Context: an optimization exercise on an open-source flow, tuned for small area. The choices shown serve that exercise and are no tape-out recipe.
The RTL was checked by simulation tests, not by an equivalence proof against the original design.
Power and IR drop assume default switching activity.

== run A ==
## key_event_hotkey_filter
module key_event_hotkey_filter (
    input  logic        i_clk,
    input  logic        i_rst_n,
    input  logic        i_cfg_we,
    input  logic [2:0]  i_cfg_index,
    input  logic [19:0] i_cfg_data,
    input  logic        i_valid,
    output logic        o_stall,
    input  logic        i_is_key_event,
    input  logic [9:0]  i_key_code,
    input  logic [1:0]  i_key_value,
    output logic        o_valid,
    input  logic        i_stall,
    output logic [1:0]  o_action,
    output logic [1:0]  o_hotkey_index,
    output logic        o_caps_lock_on,
    output logic        o_refresh_wait,
    output logic        o_text_candidate,
    output logic        o_word_reset
);
==> module key_event_hotkey_filter, before the edit <==
module key_event_hotkey_filter (
    input  logic        i_clk,
    input  logic        i_rst_n,
    input  logic        i_cfg_we,
    input  logic [2:0]  i_cfg_index,
    input  logic [19:0] i_cfg_data,
    input  logic        i_valid,
    output logic        o_stall,
    input  logic        i_is_key_event,
    input  logic [9:0]  i_key_code,
    input  logic [1:0]  i_key_value,
    output logic        o_valid,
    input  logic        i_stall,
    output logic [1:0]  o_action,
    output logic [1:0]  o_hotkey_index,
    output logic        o_caps_lock_on,
    output logic        o_refresh_wait,
    output logic        o_text_candidate,
    output logic        o_word_reset
);
    localparam logic [63:0] MOD_CODE = {8'd126, 8'd125, 8'd97, 8'd29,
                                        8'd54, 8'd42, 8'd100, 8'd56};
    logic [79:0] r_hotkey;
    logic        r_s1_valid;
    logic [7:0]  r_s1_code;
    logic [1:0]  r_s1_val;
    logic [255:0] r_swal;
    logic [7:0]   r_held;       
    logic         r_caps;
    logic         r_oms;
    logic         r_rp;
    logic        r_out_valid;
    logic [3:0]  r_out_res;
    logic        out_fwd;
    logic        out_ready;
    logic        s1_advance;
    logic        active;
    logic        rel, press, prep;
    logic [7:0]  mod_sel;
    logic        is_mod;
    logic [7:0]  held_upd;
    logic [3:0]  mods;
    logic [3:0]  hit;
    logic        hit_any;
    logic [1:0]  hit_idx;
    logic        swal_rd;
    logic        drop;
    logic        hk;
    logic        fwd;
    logic        wr_code;
    assign out_ready  = !r_out_valid || !i_stall;
    assign s1_advance = r_s1_valid && out_ready;
    assign o_stall    = r_s1_valid && !out_ready;
    assign active     = s1_advance;
    assign rel   = (r_s1_val == 2'd0);
    assign press = (r_s1_val == 2'd1);
    assign prep  = (r_s1_val == 2'd1) || (r_s1_val == 2'd2);
    always_comb begin
        for (int m = 0; m < 8; m++) begin
            mod_sel[m]  = (r_s1_code == MOD_CODE[m*8 +: 8]);
            held_upd[m] = mod_sel[m] ? (r_s1_val == 2'd3 ? r_held[m] : !rel) : r_held[m];
        end
    end
    assign is_mod  = |mod_sel;
    assign mods[0] = held_upd[0] || held_upd[1];
    assign mods[1] = held_upd[2] || held_upd[3];
    assign mods[2] = held_upd[4] || held_upd[5];
    assign mods[3] = held_upd[6] || held_upd[7];
    genvar gi;
    generate
        for (gi = 0; gi < 4; gi++) begin : g_match
            khf_hotkey_match u_match (
                .i_hotkey (r_hotkey[gi*20 +: 20]),
                .i_code_n (~r_s1_code),
                .i_code_nz(r_s1_code != 8'd0),
                .i_mods_n (~mods),
                .o_hit    (hit[gi])
            );
        end
    endgenerate
    assign hit_any = |hit;
    assign hit_idx = hit[0] ? 2'd0 : hit[1] ? 2'd1 : hit[2] ? 2'd2 : 2'd3;
    logic [15:0] row_dec, col_dec;
    logic [15:0] row_n, col_n, row_s_n, col_s_n;
    logic [15:0] row_rd;
    logic        swal_wr;
    logic [255:0] swal_nx;
    assign swal_wr = active && (rel || hk);
    always_comb begin
        for (int j = 0; j < 16; j++) begin
            row_dec[j] = (r_s1_code[7:4] == 4'(j));
            col_dec[j] = (r_s1_code[3:0] == 4'(j));
            row_n[j]   = !(!i_rst_n || (swal_wr && row_dec[j]));
            col_n[j]   = !(!i_rst_n || col_dec[j]);
            row_s_n[j] = !(i_rst_n && swal_wr && row_dec[j]);
            col_s_n[j] = !(press && col_dec[j]);
        end
    end
    always_comb begin
        for (int j = 0; j < 16; j++) begin
            for (int k = 0; k < 16; k++) begin
                swal_nx[j*16+k] = !((row_s_n[j] || col_s_n[k]) &&
                                    !((row_n[j] || col_n[k]) && r_swal[j*16+k]));
            end
        end
    end
    always_ff @(posedge i_clk) begin
        r_swal <= swal_nx;
    end
    always_comb begin
        for (int j = 0; j < 16; j++) begin
            row_rd[j] = 1'b0;
            for (int k = 0; k < 16; k++) begin
                row_rd[j] = row_rd[j] || (col_dec[k] && r_swal[j*16+k]);
            end
        end
        swal_rd = 1'b0;
        for (int j = 0; j < 16; j++) begin
            swal_rd = swal_rd || (row_dec[j] && row_rd[j]);
        end
    end
    assign drop    = rel && swal_rd;
    assign hk      = press && hit_any;
    assign fwd     = !drop && !hk;
    assign wr_code = (r_s1_code == 8'd14) || (r_s1_code == 8'd111);
    always_ff @(posedge i_clk) begin
        if (!i_rst_n) begin
            r_hotkey    <= '0;
            r_s1_valid  <= 1'b0;
            r_out_valid <= 1'b0;
            r_held      <= '0;
            r_caps      <= 1'b0;
            r_oms       <= 1'b0;
            r_rp        <= 1'b0;
        end else begin
            if (i_cfg_we && !i_cfg_index[2]) begin
                r_hotkey[i_cfg_index[1:0]*20 +: 20] <= i_cfg_data;
            end
            if (!o_stall) begin
                r_s1_valid <= i_valid;
            end
            if (out_ready) begin
                r_out_valid <= r_s1_valid;
            end
            if (active) begin
                r_held <= held_upd;
                if (press && r_s1_code == 8'd58) begin
                    r_caps <= !r_caps;
                end
                if (fwd) begin
                    if (press && is_mod) begin
                        r_oms <= 1'b1;
                    end else if (rel && is_mod) begin
                        if (mods == 4'd0 && r_oms) begin
                            r_rp <= 1'b1;
                        end
                    end else if (press) begin
                        r_rp  <= 1'b0;
                        r_oms <= 1'b0;
                    end
                end
            end
        end
    end
    always_ff @(posedge i_clk) begin
        if (!i_rst_n) begin
            r_s1_code <= '0;
            r_s1_val  <= '0;
            r_out_res <= '0;
        end else begin
            if (!o_stall) begin
                r_s1_code <= i_key_code[7:0];
                r_s1_val  <= (i_is_key_event && (i_key_code[9:8] == 2'b00)) ? i_key_value : 2'd3;
            end
            if (out_ready) begin
                if (drop) begin
                    r_out_res <= 4'b0001;
                end else if (hk) begin
                    r_out_res <= {hit_idx, 2'b10};
                end else begin
                    r_out_res <= {prep && wr_code,
                                  prep && !wr_code && !(mods[0] || mods[2] || mods[3]),
                                  press && !is_mod && r_rp,
                                  press && !is_mod && r_rp};
                end
            end
        end
    end
    assign out_fwd = (r_out_res[1] == r_out_res[0]);
    assign o_valid          = r_out_valid;
    assign o_action         = {r_out_res[1] && !r_out_res[0], r_out_res[0] && !r_out_res[1]};
    assign o_hotkey_index   = (r_out_res[1] && !r_out_res[0]) ? r_out_res[3:2] : 2'd0;
    assign o_caps_lock_on   = r_caps;
    assign o_refresh_wait   = r_out_res[1] && r_out_res[0];
    assign o_text_candidate = out_fwd && r_out_res[2];
    assign o_word_reset     = out_fwd && r_out_res[3];
endmodule
==> flow/config.mk <==
export PLATFORM = sky130hd
export DESIGN_NAME = key_event_hotkey_filter
export DESIGN_NICKNAME = key_event_hotkey_filter
export VERILOG_FILES = /design/flow/design.v
export SDC_FILE = /design/flow/constraint.sdc
export NUM_CORES = 4
export LEC_CHECK = 0
export ABC_AREA = 1
export CAP_MARGIN = 10
export CORE_MARGIN = 2
export CORE_UTILIZATION = 60
export SLEW_MARGIN = 10
==> flow/constraint.sdc <==
create_clock -name core_clock -period 10.0 [get_ports {i_clk}]
set_input_delay 2.0000 -clock core_clock [delete_from_list [all_inputs] [get_ports {i_clk}]]
set_output_delay 2.0000 -clock core_clock [all_outputs]
set_load 0.01 [all_outputs]
standard.sh (not shown) runs the stock make flow with config.mk's settings and CLKGATE_MAP_FILE= SYNTH_SCRIPT=/design/flow/synth_recipe.tcl, a recipe that flattens the netlist after the stock synthesis.
==> flow/flow/run.sh <==
#!/bin/bash
# Layout flow: the standard synthesis, then the combinational logic is
# restructured and re-mapped for area with ABC (registers untouched; several
# mapping scripts are tried and the smallest result kept), then the standard flow's
# standard layout from floorplan to finish.
set -euo pipefail
W=$(pwd)
P=${FLOW_PLATFORM:-sky130hd}
R=$W/orfs/results/$P/key_event_hotkey_filter/base
LIB=$FLOW_HOME/platforms/$P/lib/sky130_fd_sc_hd__tt_025C_1v80.lib

bash standard.sh synth > $W/flow_1_std_synth.log 2>&1

cp $R/1_2_yosys.v $W/std_1_2_yosys.v
export REMAP_LIB=$LIB REMAP_TOP=$FLOW_TOP
export REMAP_IN=$W/std_1_2_yosys.v REMAP_OUT=$W/remap_1_2_yosys.v
# flow/abc_scripts.txt holds the ABC scripts to try, separated by "---" lines
mkdir -p $W/abc
awk -v d=$W/abc 'BEGIN{n=1} /^---$/{n++; next} {print > sprintf("%s/s%02d.script", d, n)}' $W/flow/abc_scripts.txt
export REMAP_ABC="$(ls $W/abc/s*.script | tr "\n" " ")" REMAP_STAT=$W/remap_stat.txt
export REMAP_SEQ="$(awk '/^ *cell *\(/{match($0,/"[^"]*"/); c=substr($0,RSTART+1,RLENGTH-2)} /^ *(ff|latch|statetable) *\(/{print c}' $LIB | sort -u | tr '\n' ' ')"
export REMAP_DONTUSE="$(sed -n '/DONT_USE_CELLS += /,/^#/p' $FLOW_HOME/platforms/$P/config.mk | grep -o 'sky130_fd_sc_hd__[a-z0-9_]*' | tr '\n' ' ')"

# Restructuring before the mapping: ABC's deep synthesis, bounded in time,
# from four random seeds at once (one per core); the smallest result is kept.
for seed in 1 2 3 4; do
  printf '&get -n\n&st\n&deepsyn -T 240 -S %d\n&put\n' $seed > $W/abc/pre_$seed.script
  REMAP_PRE=$W/abc/pre_$seed.script REMAP_OUT=$W/remap_$seed.v REMAP_STAT=$W/remap_stat_$seed.txt \
    ${YOSYS_EXE:-yosys} -c $W/flow/remap.tcl > $W/flow_2_remap_$seed.log 2>&1 &
done
wait
best=""
best_area=""
for seed in 1 2 3 4; do
  a=$(sed -n 's/.*Chip area for module[^:]*: *\([0-9.]*\).*/\1/p' $W/remap_stat_$seed.txt 2>/dev/null || true)
  echo "seed $seed: area $a" >> $W/flow_2_remap.log
  [[ -n "$a" ]] || continue
  if [[ -z "$best" ]] || awk -v a="$a" -v b="$best_area" 'BEGIN{exit !(a < b)}'; then
    best=$seed
    best_area=$a
  fi
done
[[ -n "$best" ]]
echo "kept seed $best: area $best_area" >> $W/flow_2_remap.log
cp $W/remap_$best.v $W/remap_1_2_yosys.v
cp $W/remap_stat_$best.txt $W/remap_stat.txt

sleep 1
cp $W/remap_1_2_yosys.v $R/1_2_yosys.v
touch $R/1_2_yosys.v

# layout: no dummy loads in the clock tree, small clock buffers, and the
# smallest buffer on the ports
CTS="-sink_clustering_enable -repair_clock_nets -dont_use_dummy_load -buf_list sky130_fd_sc_hd__clkbuf_4 -sink_clustering_size 10 -sink_clustering_max_diameter 40"
bash standard.sh "CTS_ARGS=$CTS" "BUFFER_PORTS_ARGS=-buffer_cell sky130_fd_sc_hd__buf_1" finish > $W/flow_3_std_layout.log 2>&1
Other scripts of this flow, unchanged in this note and not shown: flow/flow/abc_scripts.txt, flow/flow/remap.tcl
diff inputs: run A => run B
--- a/flow/design.v
+++ b/flow/design.v
@@ -95,11 +95,22 @@
     assign active     = s1_advance;
     assign rel   = (r_s1_val == 2'd0);
     assign press = (r_s1_val == 2'd1);
     assign prep  = (r_s1_val == 2'd1) || (r_s1_val == 2'd2);
+    logic [15:0] row_dec, col_dec;
+    always_comb begin
+        for (int j = 0; j < 16; j++) begin
+            row_dec[j] = (r_s1_code[7:4] == 4'(j));
+            col_dec[j] = (r_s1_code[3:0] == 4'(j));
+        end
+    end
+    function automatic logic is_code(input logic [15:0] rd, input logic [15:0] cd,
+                                     input logic [7:0] c);
+        is_code = rd[c[7:4]] && cd[c[3:0]];
+    endfunction
     always_comb begin
         for (int m = 0; m < 8; m++) begin
-            mod_sel[m]  = (r_s1_code == MOD_CODE[m*8 +: 8]);
+            mod_sel[m]  = is_code(row_dec, col_dec, MOD_CODE[m*8 +: 8]);
             held_upd[m] = mod_sel[m] ? (r_s1_val == 2'd3 ? r_held[m] : !rel) : r_held[m];
         end
     end
     assign is_mod  = |mod_sel;
@@ -120,18 +131,15 @@
         end
     endgenerate
     assign hit_any = |hit;
     assign hit_idx = hit[0] ? 2'd0 : hit[1] ? 2'd1 : hit[2] ? 2'd2 : 2'd3;
-    logic [15:0] row_dec, col_dec;
     logic [15:0] row_n, col_n, row_s_n, col_s_n;
     logic [15:0] row_rd;
     logic        swal_wr;
     logic [255:0] swal_nx;
     assign swal_wr = active && (rel || hk);
     always_comb begin
         for (int j = 0; j < 16; j++) begin
-            row_dec[j] = (r_s1_code[7:4] == 4'(j));
-            col_dec[j] = (r_s1_code[3:0] == 4'(j));
             row_n[j]   = !(!i_rst_n || (swal_wr && row_dec[j]));
             col_n[j]   = !(!i_rst_n || col_dec[j]);
             row_s_n[j] = !(i_rst_n && swal_wr && row_dec[j]);
             col_s_n[j] = !(press && col_dec[j]);
@@ -162,9 +170,9 @@
     end
     assign drop    = rel && swal_rd;
     assign hk      = press && hit_any;
     assign fwd     = !drop && !hk;
-    assign wr_code = (r_s1_code == 8'd14) || (r_s1_code == 8'd111);
+    assign wr_code = is_code(row_dec, col_dec, 8'd14) || is_code(row_dec, col_dec, 8'd111);
     always_ff @(posedge i_clk) begin
         if (!i_rst_n) begin
             r_hotkey    <= '0;
             r_s1_valid  <= 1'b0;
@@ -184,9 +192,9 @@
                 r_out_valid <= r_s1_valid;
             end
             if (active) begin
                 r_held <= held_upd;
-                if (press && r_s1_code == 8'd58) begin
+                if (press && is_code(row_dec, col_dec, 8'd58)) begin
                     r_caps <= !r_caps;
                 end
                 if (fwd) begin
                     if (press && is_mod) begin
[summary]
Run B — ratio of cells with drive above 1 in the final layout 2.3 points lower, run A as reference. Between run B and run A, it is run B whose minimum period implied by the final worst setup slack is higher, by 0.50 ns. Largest net degree at the start of global routing for run B: 36% up relative to run A. As of run B, areal power density over the cells had risen by a few percent compared to run A. Run comparison: run B worst setup path startpoint r_s1_code[4]$_SDFFE_PN0N_; run A worst setup path startpoint r_s1_code[2]$_SDFFE_PN0N_. On final instance area, run B does better than run A.

static timing again, ports no longer ideal:
How much do the figures lean on ideal ports? The routed layouts below were timed once more, with nothing changed but the port constraints.
Step 1 assumes that a clkbuf_16 drives the clock port and a buf_2 every other input.
Step 2 adds t to the input delays and takes it off the output delays; t is the mean of the earliest and latest rising clock arrival at the registers after step 1. Input paths then give back, and output paths get back, about the clock's delay inside the block.
a / b / c = ideal ports / drivers / drivers and shift; a / b = the first two.
run	shift t [ns]	setup slack, ns	worst data-port slew with drivers (ns)
run A	0.726	4.014 / 4.014 / 4.014	0.04
run B	0.758	3.519 / 3.519 / 3.519	0.04
After both steps every run listed still meets setup and hold.
